Background: an optimization exercise with open tools, aiming at small area, a short achievable clock period and few clock cycles. Do not read the settings as production practice.
In this exercise RTL edits were held to simulation tests only and were not proved equivalent to the original.
Power and IR drop assume default switching activity.

File: flow/config.mk
export PLATFORM = sky130hd
export DESIGN_NAME = systolic_tpu
export DESIGN_NICKNAME = systolic_tpu
export VERILOG_FILES = /design/flow/design.v
export SDC_FILE = /design/flow/constraint.sdc
export NUM_CORES = 4
export LEC_CHECK = 0
export ABC_AREA = 1
export CAP_MARGIN = 20
export CORE_MARGIN = 2
export CORE_UTILIZATION = 65
export SETUP_SLACK_MARGIN = 4.0
export SLEW_MARGIN = 20
export TNS_END_PERCENT = 5
File: flow/constraint.sdc
create_clock -name core_clock -period 7.0 [get_ports {clk}]
set_input_delay 1.4000 -clock core_clock [delete_from_list [all_inputs] [get_ports {clk}]]
set_output_delay 1.4000 -clock core_clock [all_outputs]
set_load 0.01 [all_outputs]
File: flow/design.v
package tpu_pkg;
    localparam int ARRAY_DIM = 4;
    localparam int DATA_W = 8;
    localparam int ACC_W  = 32;
    localparam int SUM_W  = 24;
    localparam int NCY    = 6;
    localparam int OPND_WORD_W = ARRAY_DIM * DATA_W;
    localparam int C_WORD_W = ARRAY_DIM * ACC_W;
    localparam int BSEL_W = 12;
    localparam int BSEL_WORD_W = ARRAY_DIM * BSEL_W;
    localparam int INDEX_W = 16;
    localparam int IDX_W = 14;
    localparam int DIM_W = 8;
    localparam logic [1:0] PH_READ  = 2'd0;
    localparam logic [1:0] PH_GAP   = 2'd1;
    localparam logic [1:0] PH_DRAIN = 2'd2;
    localparam logic [1:0] PH_FIN   = 2'd3;
endpackage
`timescale 1ns/1ps
import tpu_pkg::*;
module tile_sequencer
(
    input  logic               clk,
    input  logic               rst_n,
    input  logic               start_valid,
    input  logic [DIM_W-1:0]   k_dim,
    input  logic [DIM_W-1:0]   m_dim,
    input  logic [DIM_W-1:0]   n_dim,
    output logic               start_ready,
    output logic [INDEX_W-1:0] a_index,
    output logic [INDEX_W-1:0] b_index,
    output logic               rd,
    output logic               first_k,
    output logic               tile_done,
    output logic [1:0]         tile_cols_m1
);
    logic               busy;
    logic               first;
    logic [1:0]         phase;
    logic [DIM_W-1:0]   k_m1;
    logic [DIM_W-3:0]   m_last;
    logic [DIM_W-3:0]   n_last;
    logic [1:0]         v_last;
    logic [DIM_W-3:0]   mt_cnt;
    logic [DIM_W-3:0]   nt_cnt;
    logic [DIM_W-1:0]   k_cnt;
    logic [1:0]         cnt;
    logic [IDX_W-1:0]   a_idx;
    logic [IDX_W-1:0]   b_idx;
    logic [IDX_W-1:0]   b_base;
    logic [DIM_W-1:0]   m_dim_m1;
    logic [DIM_W-1:0]   n_dim_m1;
    logic               accept;
    logic               step;
    logic               k1_first;
    logic [IDX_W-1:0]   a_cur;
    logic [IDX_W-1:0]   b_cur;
    logic               last_k;
    logic               last_mt;
    logic               last_nt;
    logic [1:0]         gap;
    assign m_dim_m1 = m_dim - 1'b1;
    assign n_dim_m1 = n_dim - 1'b1;
    assign accept   = start_valid && !busy;
    assign step     = busy && phase == PH_READ;
    assign k1_first = first && k_m1 == '0;
    assign a_cur    = k1_first ? '0 : a_idx;
    assign b_cur    = k1_first ? '0 : b_idx;
    assign last_k   = k1_first || k_cnt == k_m1;
    assign last_mt  = mt_cnt == m_last;
    assign last_nt  = nt_cnt == n_last;
    assign rd           = accept || (step && !k1_first);
    assign first_k      = accept || k_cnt == '0;
    assign tile_done    = step && last_k;
    assign tile_cols_m1 = last_mt ? v_last : 2'd3;
    assign gap = k_m1[DIM_W-1:2] == '0 && tile_cols_m1 > k_m1[1:0] ?
                 tile_cols_m1 - k_m1[1:0] : 2'd0;
    always_ff @(posedge clk) begin
        if (accept) begin
            k_m1   <= k_dim - 1'b1;
            m_last <= m_dim_m1[DIM_W-1:2];
            n_last <= n_dim_m1[DIM_W-1:2];
            v_last <= m_dim_m1[1:0];
        end
    end
    always_ff @(posedge clk or negedge rst_n) begin
        if (!rst_n) begin
            busy   <= 1'b0;
            first  <= 1'b0;
            phase  <= PH_READ;
            mt_cnt <= '0;
            nt_cnt <= '0;
            k_cnt  <= '0;
            cnt    <= '0;
            a_idx  <= '0;
            b_idx  <= '0;
            b_base <= '0;
        end else begin
            first <= accept;
            if (accept) begin
                busy  <= 1'b1;
                phase <= PH_READ;
                k_cnt <= 8'd1;
                a_idx <= 14'd1;
                b_idx <= 14'd1;
            end else if (step) begin
                if (!last_k) begin
                    k_cnt <= k_cnt + 1'b1;
                    a_idx <= a_idx + 1'b1;
                    b_idx <= b_idx + 1'b1;
                end else begin
                    k_cnt <= '0;
                    cnt   <= gap;
                    if (!last_mt) begin
                        mt_cnt <= mt_cnt + 1'b1;
                        a_idx  <= a_cur + 1'b1;
                        b_idx  <= b_base;
                        phase  <= gap == 2'd0 ? PH_READ : PH_GAP;
                    end else if (!last_nt) begin
                        mt_cnt <= '0;
                        nt_cnt <= nt_cnt + 1'b1;
                        a_idx  <= '0;
                        b_idx  <= b_cur + 1'b1;
                        b_base <= b_cur + 1'b1;
                        phase  <= gap == 2'd0 ? PH_READ : PH_GAP;
                    end else begin
                        mt_cnt <= '0;
                        nt_cnt <= '0;
                        a_idx  <= '0;
                        b_idx  <= '0;
                        b_base <= '0;
                        cnt    <= tile_cols_m1;
                        phase  <= PH_DRAIN;
                    end
                end
            end else if (busy) begin
                cnt <= cnt - 1'b1;
                if (phase == PH_GAP && cnt == 2'd1) begin
                    phase <= PH_READ;
                end
                if (phase == PH_DRAIN && cnt == 2'd0) begin
                    phase <= PH_FIN;
                end
                if (phase == PH_FIN) begin
                    phase <= PH_READ;
                    busy  <= 1'b0;
                end
            end
        end
    end
    assign start_ready = !busy;
    assign a_index     = {{(INDEX_W-IDX_W){1'b0}}, a_idx};
    assign b_index     = {{(INDEX_W-IDX_W){1'b0}}, b_idx};
endmodule
`timescale 1ns/1ps
import tpu_pkg::*;
module operand_skew
(
    input  logic                                 clk,
    input  logic                                 rd,
    input  logic                                 first_k,
    input  logic [OPND_WORD_W-1:0]               a_data,
    input  logic [OPND_WORD_W-1:0]               b_data,
    output logic [OPND_WORD_W-1:0]               a_col,
    output logic [ARRAY_DIM*(DATA_W+2)-1:0]      a3_col,
    output logic [ARRAY_DIM*BSEL_WORD_W-1:0]     bsel_col,
    output logic [ARRAY_DIM-1:0]                 clr_col
);
    logic [BSEL_WORD_W-1:0] b_dly [ARRAY_DIM];
    logic                   clr_dly [ARRAY_DIM];
    logic [BSEL_WORD_W-1:0] b_sel;
    always_comb begin
        for (int l = 0; l < ARRAY_DIM; l++) begin
            for (int j = 0; j < 4; j++) begin
                for (int m = 1; m <= 3; m++) begin
                    b_sel[BSEL_WORD_W-BSEL_W*(l+1) + 3*j + m-1] =
                        b_data[OPND_WORD_W-DATA_W*(l+1) + 2*j +: 2] == 2'(m);
                end
            end
        end
    end
    always_ff @(posedge clk) begin
        b_dly[0]   <= b_sel;
        clr_dly[0] <= rd && first_k;
        for (int c = 1; c < ARRAY_DIM; c++) begin
            b_dly[c]   <= b_dly[c-1];
            clr_dly[c] <= clr_dly[c-1];
        end
    end
    for (genvar c = 0; c < ARRAY_DIM; c++) begin : g_col
        logic [DATA_W-1:0] a_dly [c+1];
        logic [DATA_W-1:0] a_in;
        logic [DATA_W+1:0] a3_in;
        logic [DATA_W+1:0] a3_q;
        always_ff @(posedge clk) begin
            a_dly[0] <= rd ? a_data[OPND_WORD_W-1-c*DATA_W -: DATA_W] : '0;
            for (int i = 1; i <= c; i++) begin
                a_dly[i] <= a_dly[i-1];
            end
        end
        if (c == 0) begin : g_in
            assign a_in  = a_data[OPND_WORD_W-1 -: DATA_W];
            assign a3_in = rd ? {2'b00, a_in} + {1'b0, a_in, 1'b0} : '0;
        end else begin : g_dly
            assign a_in  = a_dly[c-1];
            assign a3_in = {2'b00, a_in} + {1'b0, a_in, 1'b0};
        end
        always_ff @(posedge clk) begin
            a3_q <= a3_in;
        end
        assign a3_col[c*(DATA_W+2) +: DATA_W+2]               = a3_q;
        assign a_col[OPND_WORD_W-1-c*DATA_W -: DATA_W]        = a_dly[c];
        assign bsel_col[c*BSEL_WORD_W +: BSEL_WORD_W]         = b_dly[c];
        assign clr_col[c]                                     = clr_dly[c];
    end
endmodule
`timescale 1ns/1ps
import tpu_pkg::*;
module mac_pe
(
    input  logic              clk,
    input  logic              clear,
    input  logic [DATA_W-1:0] a_in,
    input  logic [DATA_W+1:0] a3_in,
    input  logic [BSEL_W-1:0] bsel_in,
    output logic [SUM_W-1:0]  s,
    output logic [NCY-1:0]   cy
);
    logic [39:0]      pp;
    logic [SUM_W-1:0] sg;
    logic [NCY-1:0]   cg;
    logic [SUM_W-1:0] s_d;
    logic [NCY-1:0]   cy_d;
    logic s1;
    logic c2;
    logic s3;
    logic c4;
    logic s5;
    logic c6;
    logic s7;
    logic c8;
    logic s9;
    logic c10;
    logic s11;
    logic c12;
    logic s13;
    logic c14;
    logic s15;
    logic c16;
    logic s17;
    logic c18;
    logic s19;
    logic c20;
    logic s21;
    logic c22;
    logic s23;
    logic c24;
    logic s25;
    logic c26;
    logic s27;
    logic c28;
    logic s29;
    logic c30;
    logic s31;
    logic c32;
    logic s33;
    logic c34;
    logic s35;
    logic c36;
    logic s37;
    logic c38;
    logic s39;
    logic c40;
    logic s41;
    logic c42;
    logic s43;
    logic c44;
    logic s45;
    logic c46;
    logic s47;
    logic c48;
    logic s49;
    logic c50;
    logic s51;
    logic c52;
    logic s53;
    logic c54;
    logic s55;
    logic c56;
    logic s57;
    logic c58;
    logic s59;
    logic c60;
    logic s61;
    logic c62;
    logic s63;
    logic c64;
    logic s65;
    logic c66;
    logic s67;
    logic c68;
    logic s69;
    logic c70;
    logic s71;
    logic c72;
    logic s73;
    logic c74;
    logic s75;
    logic c76;
    logic s77;
    logic c78;
    logic [DATA_W+1:0] a1;
    logic [DATA_W+1:0] a2;
    assign a1 = {2'b00, a_in};
    assign a2 = {1'b0, a_in, 1'b0};
    for (genvar j = 0; j < 4; j++) begin : g_pp
        logic d1, d2, d3;
        assign d1 = bsel_in[3*j];
        assign d2 = bsel_in[3*j+1];
        assign d3 = bsel_in[3*j+2];
        assign pp[j*10 +: 10] = ({10{d1}} & a1) | ({10{d2}} & a2) | ({10{d3}} & a3_in);
    end
    assign sg = s & {SUM_W{!clear}};
    assign cg = cy & {6{!clear}};
    assign s1 = pp[4] ^ pp[12];
    assign c2 = pp[4] & pp[12];
    assign s3 = pp[5] ^ pp[13];
    assign c4 = pp[5] & pp[13];
    assign s5 = pp[6] ^ pp[14] ^ pp[22];
    assign c6 = (pp[6] & pp[14]) | (pp[6] & pp[22]) | (pp[14] & pp[22]);
    assign s7 = pp[30] ^ sg[6];
    assign c8 = pp[30] & sg[6];
    assign s9 = pp[7] ^ pp[15] ^ pp[23];
    assign c10 = (pp[7] & pp[15]) | (pp[7] & pp[23]) | (pp[15] & pp[23]);
    assign s11 = pp[31] ^ sg[7];
    assign c12 = pp[31] & sg[7];
    assign s13 = pp[8] ^ pp[16] ^ pp[24];
    assign c14 = (pp[8] & pp[16]) | (pp[8] & pp[24]) | (pp[16] & pp[24]);
    assign s15 = pp[32] ^ sg[8] ^ cg[2];
    assign c16 = (pp[32] & sg[8]) | (pp[32] & cg[2]) | (sg[8] & cg[2]);
    assign s17 = pp[9] ^ pp[17] ^ pp[25];
    assign c18 = (pp[9] & pp[17]) | (pp[9] & pp[25]) | (pp[17] & pp[25]);
    assign s19 = pp[33] ^ sg[9];
    assign c20 = pp[33] & sg[9];
    assign s21 = pp[18] ^ pp[26] ^ pp[34];
    assign c22 = (pp[18] & pp[26]) | (pp[18] & pp[34]) | (pp[26] & pp[34]);
    assign s23 = sg[10] ^ cg[3];
    assign c24 = sg[10] & cg[3];
    assign s25 = pp[19] ^ pp[27] ^ pp[35];
    assign c26 = (pp[19] & pp[27]) | (pp[19] & pp[35]) | (pp[27] & pp[35]);
    assign s27 = pp[28] ^ pp[36];
    assign c28 = pp[28] & pp[36];
    assign s29 = pp[20] ^ sg[4];
    assign c30 = pp[20] & sg[4];
    assign s31 = pp[21] ^ sg[5] ^ s3;
    assign c32 = (pp[21] & sg[5]) | (pp[21] & s3) | (sg[5] & s3);
    assign s33 = cg[1] ^ s5 ^ s7;
    assign c34 = (cg[1] & s5) | (cg[1] & s7) | (s5 & s7);
    assign s35 = s9 ^ s11 ^ c6;
    assign c36 = (s9 & s11) | (s9 & c6) | (s11 & c6);
    assign s37 = s13 ^ s15 ^ c10;
    assign c38 = (s13 & s15) | (s13 & c10) | (s15 & c10);
    assign s39 = s17 ^ s19 ^ c14;
    assign c40 = (s17 & s19) | (s17 & c14) | (s19 & c14);
    assign s41 = s21 ^ s23 ^ c18;
    assign c42 = (s21 & s23) | (s21 & c18) | (s23 & c18);
    assign s43 = sg[11] ^ s25 ^ c22;
    assign c44 = (sg[11] & s25) | (sg[11] & c22) | (s25 & c22);
    assign s45 = sg[12] ^ cg[4] ^ s27;
    assign c46 = (sg[12] & cg[4]) | (sg[12] & s27) | (cg[4] & s27);
    assign s47 = pp[29] ^ pp[37] ^ sg[13];
    assign c48 = (pp[29] & pp[37]) | (pp[29] & sg[13]) | (pp[37] & sg[13]);
    assign s49 = pp[2] ^ pp[10];
    assign c50 = pp[2] & pp[10];
    assign s51 = pp[3] ^ pp[11] ^ sg[3];
    assign c52 = (pp[3] & pp[11]) | (pp[3] & sg[3]) | (pp[11] & sg[3]);
    assign s53 = cg[0] ^ s1 ^ s29;
    assign c54 = (cg[0] & s1) | (cg[0] & s29) | (s1 & s29);
    assign s55 = c2 ^ s31 ^ c30;
    assign c56 = (c2 & s31) | (c2 & c30) | (s31 & c30);
    assign s57 = c4 ^ s33 ^ c32;
    assign c58 = (c4 & s33) | (c4 & c32) | (s33 & c32);
    assign s59 = c8 ^ s35 ^ c34;
    assign c60 = (c8 & s35) | (c8 & c34) | (s35 & c34);
    assign s61 = c12 ^ s37 ^ c36;
    assign c62 = (c12 & s37) | (c12 & c36) | (s37 & c36);
    assign s63 = c16 ^ s39 ^ c38;
    assign c64 = (c16 & s39) | (c16 & c38) | (s39 & c38);
    assign s65 = c20 ^ s41 ^ c40;
    assign c66 = (c20 & s41) | (c20 & c40) | (s41 & c40);
    assign s67 = c24 ^ s43 ^ c42;
    assign c68 = (c24 & s43) | (c24 & c42) | (s43 & c42);
    assign s69 = c26 ^ s45 ^ c44;
    assign c70 = (c26 & s45) | (c26 & c44) | (s45 & c44);
    assign s71 = c28 ^ s47 ^ c46;
    assign c72 = (c28 & s47) | (c28 & c46) | (s47 & c46);
    assign s73 = pp[38] ^ sg[14] ^ c48;
    assign c74 = (pp[38] & sg[14]) | (pp[38] & c48) | (sg[14] & c48);
    assign s75 = pp[39] ^ sg[15];
    assign c76 = pp[39] & sg[15];
    assign s77 = sg[16] ^ cg[5];
    assign c78 = sg[16] & cg[5];
    assign {cy_d[0], s_d[3:0]} = 5'({s51, sg[2], pp[1], pp[0]}) + 5'({c50, s49, sg[1], sg[0]});
    assign {cy_d[1], s_d[5:4]} = 3'({s55, s53}) + 3'({c54, c52});
    assign {cy_d[2], s_d[7:6]} = 3'({s59, s57}) + 3'({c58, c56});
    assign {cy_d[3], s_d[9:8]} = 3'({s63, s61}) + 3'({c62, c60});
    assign {cy_d[4], s_d[11:10]} = 3'({s67, s65}) + 3'({c66, c64});
    assign {cy_d[5], s_d[15:12]} = 5'({s75, s73, s71, s69}) + 5'({c74, c72, c70, c68});
    assign s_d[23:16] = {sg[23], sg[22], sg[21], sg[20], sg[19], sg[18], sg[17], s77} + {1'b0, 1'b0, 1'b0, 1'b0, 1'b0, 1'b0, c78, c76};
    always_ff @(posedge clk) begin
        s  <= s_d;
        cy <= cy_d;
    end
endmodule
module sum_resolve
(
    input  logic [SUM_W-1:0] s,
    input  logic [NCY-1:0]   cy,
    output logic [SUM_W-1:0] sum
);
    logic [NCY:0] cin;
    logic [NCY-1:0] g;
    logic [NCY-1:0] p;
    assign sum[3:0] = s[3:0];
    assign cin[0] = 1'b0;
    assign g[0] = &s[5:4] & cy[0];
    assign p[0] = (&s[5:4] & !cy[0]) | (s[5:4] == 2'd2 & cy[0]);
    assign cin[1] = g[0] | (p[0] & cin[0]);
    assign sum[5:4] = s[5:4] + 2'(cy[0]) + 2'(cin[0]);
    assign g[1] = &s[7:6] & cy[1];
    assign p[1] = (&s[7:6] & !cy[1]) | (s[7:6] == 2'd2 & cy[1]);
    assign cin[2] = g[1] | (p[1] & cin[1]);
    assign sum[7:6] = s[7:6] + 2'(cy[1]) + 2'(cin[1]);
    assign g[2] = &s[9:8] & cy[2];
    assign p[2] = (&s[9:8] & !cy[2]) | (s[9:8] == 2'd2 & cy[2]);
    assign cin[3] = g[2] | (p[2] & cin[2]);
    assign sum[9:8] = s[9:8] + 2'(cy[2]) + 2'(cin[2]);
    assign g[3] = &s[11:10] & cy[3];
    assign p[3] = (&s[11:10] & !cy[3]) | (s[11:10] == 2'd2 & cy[3]);
    assign cin[4] = g[3] | (p[3] & cin[3]);
    assign sum[11:10] = s[11:10] + 2'(cy[3]) + 2'(cin[3]);
    assign g[4] = &s[15:12] & cy[4];
    assign p[4] = (&s[15:12] & !cy[4]) | (s[15:12] == 4'd14 & cy[4]);
    assign cin[5] = g[4] | (p[4] & cin[4]);
    assign sum[15:12] = s[15:12] + 4'(cy[4]) + 4'(cin[4]);
    assign g[5] = &s[23:16] & cy[5];
    assign p[5] = (&s[23:16] & !cy[5]) | (s[23:16] == 8'd254 & cy[5]);
    assign cin[6] = g[5] | (p[5] & cin[5]);
    assign sum[23:16] = s[23:16] + 8'(cy[5]) + 8'(cin[5]);
endmodule
`timescale 1ns/1ps
import tpu_pkg::*;
module result_drain
(
    input  logic                                 clk,
    input  logic                                 rst_n,
    input  logic                                 start_accept,
    input  logic                                 tile_done,
    input  logic [1:0]                           tile_cols_m1,
    input  logic [ARRAY_DIM*ARRAY_DIM*SUM_W-1:0] s_flat,
    input  logic [ARRAY_DIM*ARRAY_DIM*NCY-1:0]   cy_flat,
    output logic                                 c_wr_en,
    output logic [INDEX_W-1:0]                   c_index,
    output logic [C_WORD_W-1:0]                  c_data
);
    logic             wpend;
    logic [1:0]       wn_m1;
    logic             take;
    logic [3:0]       wsel;
    logic [3:0]       wsel_n;
    logic [1:0]       wrem;
    logic [IDX_W-1:0] c_idx;
    logic [SUM_W-1:0] c_sum [ARRAY_DIM];
    always_ff @(posedge clk or negedge rst_n) begin
        if (!rst_n) begin
            wpend   <= 1'b0;
            wn_m1   <= '0;
            take    <= 1'b0;
            wsel    <= '0;
            wsel_n  <= '1;
            wrem    <= '0;
            c_wr_en <= 1'b0;
        end else begin
            wpend   <= tile_done;
            wn_m1   <= tile_cols_m1;
            c_wr_en <= take;
            if (wpend) begin
                take <= 1'b1;
                wsel <= 4'b0001;
                wsel_n <= 4'b1110;
                wrem <= wn_m1;
            end else if (take && wrem != '0) begin
                wsel <= {wsel[2:0], 1'b0};
                wsel_n <= {wsel_n[2:0], 1'b1};
                wrem <= wrem - 1'b1;
            end else begin
                take <= 1'b0;
            end
        end
    end
    for (genvar r = 0; r < ARRAY_DIM; r++) begin : g_lane
        logic [SUM_W-1:0] s_sel;
        logic [NCY-1:0]   cy_sel;
        logic [SUM_W-1:0] sum;
        always_comb begin
            s_sel  = '0;
            cy_sel = '0;
            for (int c = 0; c < ARRAY_DIM; c++) begin
                logic sel;
                sel    = r % 2 == 0 ? wsel[c] : !wsel_n[c];
                s_sel  = s_sel  | ({SUM_W{sel}} & s_flat[(r*ARRAY_DIM+c)*SUM_W +: SUM_W]);
                cy_sel = cy_sel | ({NCY{sel}}   & cy_flat[(r*ARRAY_DIM+c)*NCY +: NCY]);
            end
        end
        sum_resolve sum_resolve_i (
            .s   (s_sel),
            .cy  (cy_sel),
            .sum (sum)
        );
        always_ff @(posedge clk) begin
            c_sum[r] <= sum;
        end
        assign c_data[C_WORD_W-1-r*ACC_W -: ACC_W] = {{(ACC_W-SUM_W){1'b0}}, c_sum[r]};
    end
    always_ff @(posedge clk or negedge rst_n) begin
        if (!rst_n) begin
            c_idx <= '0;
        end else if (start_accept) begin
            c_idx <= '0;
        end else if (c_wr_en) begin
            c_idx <= c_idx + 1'b1;
        end
    end
    assign c_index = {{(INDEX_W-IDX_W){1'b0}}, c_idx};
endmodule
`timescale 1ns/1ps
import tpu_pkg::*;
module systolic_tpu
(
    input  logic                   clk,
    input  logic                   rst_n,
    input  logic                   start_valid,
    output logic                   start_ready,
    input  logic [DIM_W-1:0]       k_dim,
    input  logic [DIM_W-1:0]       m_dim,
    input  logic [DIM_W-1:0]       n_dim,
    output logic [INDEX_W-1:0]     a_index,
    input  logic [OPND_WORD_W-1:0] a_data,
    output logic [INDEX_W-1:0]     b_index,
    input  logic [OPND_WORD_W-1:0] b_data,
    output logic                   c_wr_en,
    output logic [INDEX_W-1:0]     c_index,
    output logic [C_WORD_W-1:0]    c_data
);
    logic                                 rd;
    logic                                 first_k;
    logic                                 tile_done;
    logic [1:0]                           tile_cols_m1;
    logic [ARRAY_DIM-1:0]                 clr_col;
    logic [OPND_WORD_W-1:0]               a_col;
    logic [ARRAY_DIM*(DATA_W+2)-1:0]      a3_col;
    logic [ARRAY_DIM*BSEL_WORD_W-1:0]     bsel_col;
    logic [ARRAY_DIM*ARRAY_DIM*SUM_W-1:0] s_flat;
    logic [ARRAY_DIM*ARRAY_DIM*NCY-1:0]   cy_flat;
    tile_sequencer tile_sequencer_i (
        .clk          (clk),
        .rst_n        (rst_n),
        .start_valid  (start_valid),
        .k_dim        (k_dim),
        .m_dim        (m_dim),
        .n_dim        (n_dim),
        .start_ready  (start_ready),
        .a_index      (a_index),
        .b_index      (b_index),
        .rd           (rd),
        .first_k      (first_k),
        .tile_done    (tile_done),
        .tile_cols_m1 (tile_cols_m1)
    );
    operand_skew operand_skew_i (
        .clk     (clk),
        .rd      (rd),
        .first_k (first_k),
        .a_data  (a_data),
        .b_data  (b_data),
        .a_col   (a_col),
        .a3_col  (a3_col),
        .bsel_col(bsel_col),
        .clr_col (clr_col)
    );
    for (genvar r = 0; r < ARRAY_DIM; r++) begin : g_row
        for (genvar c = 0; c < ARRAY_DIM; c++) begin : g_col
            mac_pe mac_pe_i (
                .clk   (clk),
                .clear (clr_col[c]),
                .a_in  (a_col[OPND_WORD_W-1-c*DATA_W -: DATA_W]),
                .a3_in (a3_col[c*(DATA_W+2) +: DATA_W+2]),
                .bsel_in (bsel_col[c*BSEL_WORD_W + BSEL_WORD_W-1-r*BSEL_W -: BSEL_W]),
                .s     (s_flat[(r*ARRAY_DIM+c)*SUM_W +: SUM_W]),
                .cy    (cy_flat[(r*ARRAY_DIM+c)*NCY +: NCY])
            );
        end
    end
    result_drain result_drain_i (
        .clk          (clk),
        .rst_n        (rst_n),
        .start_accept (start_valid && start_ready),
        .tile_done    (tile_done),
        .tile_cols_m1 (tile_cols_m1),
        .s_flat       (s_flat),
        .cy_flat      (cy_flat),
        .c_wr_en      (c_wr_en),
        .c_index      (c_index),
        .c_data       (c_data)
    );
endmodule
File: flow/run.sh
#!/bin/bash
# synth_recipe.tcl (not shown) runs the flow's synth.tcl, then flattens the netlist and writes it again
# the make line also repeats each setting of config.mk as NAME=value (left out here)
make -C /OpenROAD-flow-scripts/flow DESIGN_CONFIG=/design/flow/config.mk WORK_HOME=/design/flow/orfs CLKGATE_MAP_FILE= SYNTH_SCRIPT=/design/flow/synth_recipe.tcl finish
==> impl_metrics.csv, run 1 <==
group,metric,value,unit
detailed_routing,avgViaCountPerCell,5.91,
synth,synthArstFlopShare,9.63,%
grt,track_usage,41.2,%
synth,yosys-top-cells-area,"dfxtp_1 27%, fa_1 18%, nand2_1 11%",
synth,yosys.area.top_type_share,27.1,%
min_path,hold_path.class,"flop to flop",
pwr,ir_worst_vdd,373,uV
worst_setup_path,cp.arrival,3.90,ns
sta,fin_tns_setup,0,ns
final_layout,syn_to_final_growth,15.5,%
sta,holdWs,0.315,ns
detailed_routing,totalWireLength,218,mm
synth,yosysWarnings,11,
cts,clock_path_buffers,3,
worst_setup_path,crit_type,"flop to flop",
synth,ys_types,58,
cts,clock_latency,0.73,ns
cts,htreeDepth,3,
synth,yosysSeqAreaShare,31.9,%
synth,synth_edf_count,22,
sta,worst-slew-pin-transition,0.907,ns
placed_design,io_buffers,230,
placed_design,dp.cells,9311,
worst_setup_path,end_kind,"flop",
sta,slew_viol_final,0,
final_layout,stdcell_count,9661,
sta,finClkSkew,0.0287,ns
sta,rsz0062_at_grt,"true",
worst_setup_path,cpMostUsedCell,"fa_1",
detailed_routing,first_iter_violations,7544,
worst_setup_path,startpoint_type,"flop",
detailed_routing,drtAntennaViolNets,0,
cts,clk_pin_slew_worst_paths,0.07,ns
worst_setup_path,cp_slowest_stage_delay,0.56,ns
grt,grt_max_degree,59,
floorplan,dieArea,103000,sq um
worst_setup_path,path_max_fanout,10,
floorplan,io_pins,269,
status,outcome,"finished clean",
final_layout,drive_above_1_share,9.26,%
synth,ys.flop_type,"dfxtp_1",
synth,ys_ff_latch,1007,
cts,cts.sinks,1007,
worst_setup_path,cp.required,7.58,ns
cts,ctsHoldBuffers,0,
sta,max_freq,0.301,GHz
worst_setup_path,cp_cell_sequence,"buf_4, a22o_1, a21oi_1, fa_1, fa_1, inv_1, fa_1, ha_2, fa_1",
sta,setup_viol,0,
final_layout,finalCoreUtilization,75.6,%
floorplan,die_x,321,um
detailed_routing,firstDrtPassIters,12,
synth,synth_area,65500,sq um
final_layout,nets,9409,
sta,finalCriticalPeriod,3.32,ns
placed_design,place_congestion,0.978,
job,cap_violations,0,
cts,cts_tree,"built",
worst_setup_path,crit_slowest_cell,"fa_1",
sta,period_share,47.5,%
detailed_routing,vias,57100,
synth,synth.avg_cell_area,8.04,sq um
grt,grt_overflow,0,
grt,grt_pass1_wl,323,mm
floorplan,die_height,321,um
grt,antenna_found_initial,14,
placed_design,dp_hpwl,153,mm
floorplan,rows,116,
pwr,power.density,517,nW/um^2
floorplan,core_area,100000,sq um
detailed_routing,drc,0,
detailed_routing,wire_per_inst,22.6,um
grt,grt_pass1_vias,55600,
sta,slew_headroom,39.5,%
synth,synthCells,8141,
worst_setup_path,reg2reg_slack,3.68,ns
final_layout,n_fill_cell,7320,
cts,cts_root_buf,"clkbuf_16",
floorplan,start_util,65.5,%
synth,yosysTopAreaCell,"dfxtp_1",
cts,cts_buffers,107,
sta,final-hold-violation-count,0,
pwr,p_leak,36.9,nW
-- cell usage in the layout, fill, tap and decap left out, drive strengths merged, types with 162 or more instances in the layout --
| cell type | instances |
|---|---|
| clkdlybuf4s50 | 229 |
| a21oi | 303 |
| ha | 465 |
| nand2 | 1892 |
| nand3 | 497 |
| buf | 196 |
| xor2 | 178 |
| fa | 584 |
| nor2 | 701 |
| dfxtp | 888 |
| inv | 1366 |
| o21ai | 162 |
-- kinds of logic (layout without fill, tap and decap cells) --
group	Yosys count	in the layout	synth area share [%]
compound gates	771	771	7.07
xor+xnor	251	251	3.36
fa+ha+maj	1049	1049	26.7
buf+inv	1829	2010	10.9
flops	1007	1007	31.9
mux	1	1	0.0153
other cells	1	42	0.00573
simple gates	3232	3232	20.1
-- flip-flops by register name, indices dropped and copies added, names as in the netlist, 8 cells and up --
| signal | count |
|---|---|
| tile_sequencer_i.b_base | 14 |
| g_row.g_col.mac_pe_i.s | 384 |
| result_drain_i.c_idx | 14 |
| tile_sequencer_i.b_idx | 14 |
| tile_sequencer_i.a_idx | 14 |
| operand_skew_i.g_col.a3_q | 39 |
| operand_skew_i.b_dly | 192 |
| result_drain_i.c_sum | 96 |
| tile_sequencer_i.k_cnt | 8 |
| operand_skew_i.g_col.a_dly | 77 |
| tile_sequencer_i.k_m1 | 8 |
| g_row.g_col.mac_pe_i.cy | 96 |
-- worst paths after layout --
path,start,end,cells past startpoint
min in group asynchronous,rst_n,tile_sequencer_i.k_cnt[0],1
max in group asynchronous,rst_n,result_drain_i.wsel[3],2
setup / recovery,operand_skew_i.g_col[2].a3_q[3],g_row[1].g_col[2].mac_pe_i.s[9],9
setup reg to reg,operand_skew_i.g_col[2].a3_q[3],g_row[1].g_col[2].mac_pe_i.s[9],9
hold reg to reg,operand_skew_i.g_col[2].a_dly[0][3],operand_skew_i.g_col[2].a_dly[1][3],0
hold / removal,operand_skew_i.g_col[2].a_dly[0][3],operand_skew_i.g_col[2].a_dly[1][3],0
-- Yosys cell counts, types with 53 or more instances --
master    count
o22ai_1     114
o21ai_0     157
nor3_1       57
xnor2_1      73
o211ai_1     53
dfrtp_1      93
dfxtp_1     888
fa_1        584
clkbuf_1    307
ha_1        465
a22o_1      100
nand2_1    1886
nor2_1      692
inv_1      1357
xor2_1      178
nand3_1     496
a21oi_1     303
-- per-stage QoR --
stage	power [W]	cell area (sq um)	setup slack, ns
after floorplan	0.0235	66300	3.94
after global placement	0.0289	68200	3.11
after detailed placement	0.0300	68200	3.04
after CTS	0.0377	74100	3.72
after global routing	0.0421	75600	3.61
final	0.0391	75600	3.68
-- layer usage --
layer	up-vias	share of wire, %	track usage (%)
li1	25300	-	-
met1	27000	38	56.0
met2	3772	42	60.4
met3	917	14	12.7
met4	14	6.3	19.1
met5	-	0.042	0
-- report_power, final --
part	leakage (nW)	switching [W]	total, W	internal (W)
combinational	26.1	0.0135	0.0228	0.00929
clock	1.92	0.00255	0.00634	0.00380
sequential	8.89	0.00199	0.00998	0.00798
total	36.9	0.0180	0.0391	0.0211
-- critical path, delay by kind of cell (launching register included) --
| kind | cells | cell delay [ns] |
|---|---|---|
| compound gates | 2 | 0.21 |
| buf+inv | 2 | 0.35 |
| fa+ha+maj | 5 | 2.13 |
| flops | 1 | 0.48 |
-- cell type report --
cell class	count	area (sq um)	area share, %
inverter	1367	5250	6.95
multi-input combinational	5342	38600	51.0
sequential	1007	21100	27.9
tap	1298	1620	2.15
clock buffer	141	3030	4.00
clock inverter	58	876	1.16
timing repair buffer	443	5170	6.84
antenna	4	10.0	0.0132
timing repair inverter	1	7.51	0.00992
-- timing repair --
item | 4_1_cts | 5_1_grt
setup endpoints to repair | 407 | 345
hold endpoints to repair | 0 | 0
gates cloned | 12 | 11
pin swaps | 66 | 106
gates resized for setup | 294 | 245
setup buffers | 79 | 44
Testbench counts, summed over its fixed seeds: cycles 41,281.
==> run 2, diff against run 1 <==
--- a/flow/config.mk
+++ b/flow/config.mk
@@ -8,7 +8,7 @@
 export ABC_AREA = 1
 export CAP_MARGIN = 20
 export CORE_MARGIN = 2
-export CORE_UTILIZATION = 65
-export SETUP_SLACK_MARGIN = 4.0
+export CORE_UTILIZATION = 55
+export SETUP_SLACK_MARGIN = 4.3
 export SLEW_MARGIN = 20
-export TNS_END_PERCENT = 5
+export TNS_END_PERCENT = 3
==> run 2 against run 1 <==
  * Design area grew 1.0%
  * Critical path depth decreased by 1
  * Cell count up 3.1%
  * Global-route usage fell by 4.4 points
  * Power shrank 0.64%
  * Core utilization shrank 11 points
  * Flip-flop and latch count unchanged
  * First-iteration DRC count fell by 22%
  * Highest routed layer unchanged
==> impl_metrics.csv, run 2 <==
group,metric,value,unit
worst_setup_path,reg2reg_slack,3.76,ns
min_path,hold_path.class,"flop to flop",
floorplan,start_util,55.5,%
synth,yosysWarnings,11,
floorplan,core_area,118000,sq um
pwr,p_leak,37.1,nW
synth,ys.flop_type,"dfxtp_1",
worst_setup_path,end_kind,"flop",
floorplan,die_height,349,um
final_layout,stdcell_count,9959,
final_layout,regMostFlops,"g_row.g_col.mac_pe_i.s",
synth,yosys-top-cells-area,"dfxtp_1 27%, fa_1 18%, nand2_1 11%",
floorplan,die_x,349,um
synth,synthArstFlopShare,9.63,%
grt,antenna_found_initial,15,
cts,clock_path_buffers,3,
worst_setup_path,crit_type,"flop to flop",
sta,rsz0062_at_grt,"true",
sta,worst-slew-pin-transition,1.08,ns
sta,period_share,46.3,%
final_layout,top_regs,"g_row.g_col.mac_pe_i.s (384), operand_skew_i.b_dly (192)",
status,outcome,"finished clean",
cts,ctsHoldBuffers,0,
floorplan,dieArea,122000,sq um
worst_setup_path,reg2reg_from,"operand_skew_i.b_dly[2][46]",
detailed_routing,vias,55900,
synth,yosysMostFrequentCell,"nand2_1",
detailed_routing,wire_per_inst,22.5,um
worst_setup_path,startpoint_type,"flop",
cts,clock_latency,0.75,ns
final_layout,syn_to_final_growth,16.7,%
placed_design,io_buffers,230,
sta,finClkSkew,0.0258,ns
synth,ys_ff_latch,1007,
placed_design,dp.cells,9556,
floorplan,io_pins,269,
synth,synthCells,8141,
cts,htreeDepth,3,
cts,cts_buffers,111,
placed_design,dp_hpwl,161,mm
worst_setup_path,cp.required,7.62,ns
detailed_routing,totalWireLength,224,mm
final_layout,drive_above_1_share,10.6,%
synth,synth_commonest_cells,"1886 x nand2_1, 1357 x inv_1, 888 x dfxtp_1, 692 x nor2_1, 584 x fa_1",
cts,cts_root_buf,"clkbuf_16",
sta,slew_headroom,27.5,%
synth,synth_edf_count,22,
grt,grt_pass1_wl,336,mm
sta,max_freq,0.308,GHz
detailed_routing,drtAntennaViolNets,0,
sta,final-hold-violation-count,0,
floorplan,rows,126,
worst_setup_path,cp.arrival,3.86,ns
pwr,power.density,508,nW/um^2
final_layout,largest_register_ffs,384,
detailed_routing,avgViaCountPerCell,5.61,
synth,ys_types,58,
final_layout,layout_common_cells,"1843 x nand2_1, 1310 x inv_1, 768 x dfxtp_1",
sta,setup_viol,0,
worst_setup_path,startpoint,"operand_skew_i.b_dly[2][46]",
min_path,hold_start,"operand_skew_i.g_col[3].a_dly[0][6]",
job,cap_violations,0,
grt,grt_overflow,0,
grt,track_usage,36.8,%
final_layout,nets,9459,
worst_setup_path,path_max_fanout,9,
sta,setup_ws,3.76,ns
grt,grt_pass1_vias,54700,
placed_design,place_congestion,0.988,
synth,yosysTopAreaCell,"dfxtp_1",
detailed_routing,firstDrtPassIters,6,
worst_setup_path,reg2regPathDepth,8,
final_layout,stdcell_area,76400,sq um
sta,slew_viol_final,0,
cts,cts_tree,"built",
synth,synth.avg_cell_area,8.04,sq um
sta,holdWs,0.322,ns
grt,grt_max_degree,62,
sta,fin_tns_setup,0,ns
cts,clk_pin_slew_worst_paths,0.06,ns
placed_design,post_dp_cell_area,68700,sq um
detailed_routing,first_iter_violations,5901,
synth,synth_area,65500,sq um
detailed_routing,drc,0,
cts,cts.sinks,1007,
synth,yosysSeqAreaShare,31.9,%
placed_design,place_ws,2.96,ns
pwr,ir_worst_vdd,346,uV
worst_setup_path,r2r-end,"g_row[0].g_col[2].mac_pe_i.s[11]",
final_layout,layout_commonest_cell,"nand2_1",
synth,yosys.area.top_type_share,27.1,%
worst_setup_path,cp-endpoint,"g_row[0].g_col[2].mac_pe_i.s[11]",
sta,finalCriticalPeriod,3.24,ns
run 2: cell counts after synthesis:
Identical to the previous run, type by type.
run 2: report_power, final:
group	switching, W	leakage, nW	total [W]	internal [W]
combinational	0.0135	26.4	0.0230	0.00944
sequential	0.00182	8.89	0.00980	0.00798
clock	0.00259	1.84	0.00604	0.00345
total	0.0180	37.1	0.0388	0.0209
run 2: worst min-delay path by stage:
| stage | depth (start not counted) | endpoint |
|---|---|---|
| after floorplan | 0 | operand_skew_i.g_col[2].a_dly[1][0] |
| after global placement | 0 | operand_skew_i.g_col[2].a_dly[1][4] |
| after detailed placement | 0 | operand_skew_i.g_col[3].a_dly[2][6] |
| after CTS | 0 | operand_skew_i.g_col[2].a_dly[1][4] |
| after global routing | 0 | operand_skew_i.g_col[3].a_dly[1][0] |
| final | 0 | operand_skew_i.g_col[3].a_dly[1][6] |
run 2: metrics by stage:
step / utilization [%] / power [W]
after global routing: 64.7 / 0.0424
after floorplan: - / 0.0236
after CTS: 63.8 / 0.0380
after global placement: 58.1 / 0.0296
after detailed placement: 58.2 / 0.0302
final: 64.7 / 0.0388
run 2: what timing repair did:
action	in CTS	in global routing
pin swaps	106	84
cloned	20	1
gates resized for setup	370	235
buffers inserted	125	40
setup endpoints to repair	610	569
run 2: metal layers:
metal  up-vias  track usage, %  routed length, um
met3       635            10.3              27200
met1     26800            50.7              91200
met5         -               0                 51
li1      25500               -                  -
met4         8            15.6              11600
met2      2932            54.4              93700
run 2: final cells by class:
cell class,instances,area [sq um]
Fill cell,10300,41700
Clock inverter,53,504
Multi-Input combinational cell,5342,38700
Timing Repair Buffer,489,5600
Inverter,1367,5280
Clock buffer,157,3270
Timing Repair inverter,1,5.00
Antenna cell,7,17.5
Tap cell,1536,1920
Sequential cell,1007,21100
run 2: worst max-delay path, cell delays in order (launching register included):
cell	delay, ns
dfxtp_1	0.65
a22o_1	0.22
a21oi_1	0.05
fa_1	0.49
inv_1	0.07
fa_1	0.57
fa_1	0.44
ha_1	0.22
fa_1	0.42
run 2: logic make-up (layout without fill, tap and decap cells):
logic type	Yosys count	count (layout)	synth area share, %
fa+ha+maj	1049	1049	26.7
other cells	1	45	0.00573
xor+xnor	251	251	3.36
simple gates	3232	3232	20.1
mux	1	1	0.0153
flops	1007	1007	31.9
compound gates	771	771	7.07
buf+inv	1829	2067	10.9

[port drivers added, routing unchanged]
No port has a modelled driver above. Below, the same layouts with a new extraction and two added sets of constraints. Step 1 sets driving cells, clkbuf_16 on the clock port and buf_2 on the other inputs (assumed; they add their load-dependent delay and slew). Step 2 also shifts input and output timing later by t, the mid clock arrival at the registers, as if the neighbouring blocks saw the same clock. Three values: ideal ports, drivers, drivers and shift; two values: the first two.
run	t (ns)	slack for setup (ns)	hold WS [ns]	latest minus earliest clock arrival (ns)	pins driven straight from the clock port
run 1	0.786	3.677 / 3.658 / 3.155	0.315 / 0.315 / 0.315	0.031 / 0.032	1
run 2	0.822	3.757 / 3.710 / 3.558	0.322 / 0.322 / 0.322	0.032 / 0.031	1
After both steps every run listed still meets setup and hold. The setup slack of run 1, which loses most, moves by -0.019 ns with the drivers and by -0.522 ns with both steps.
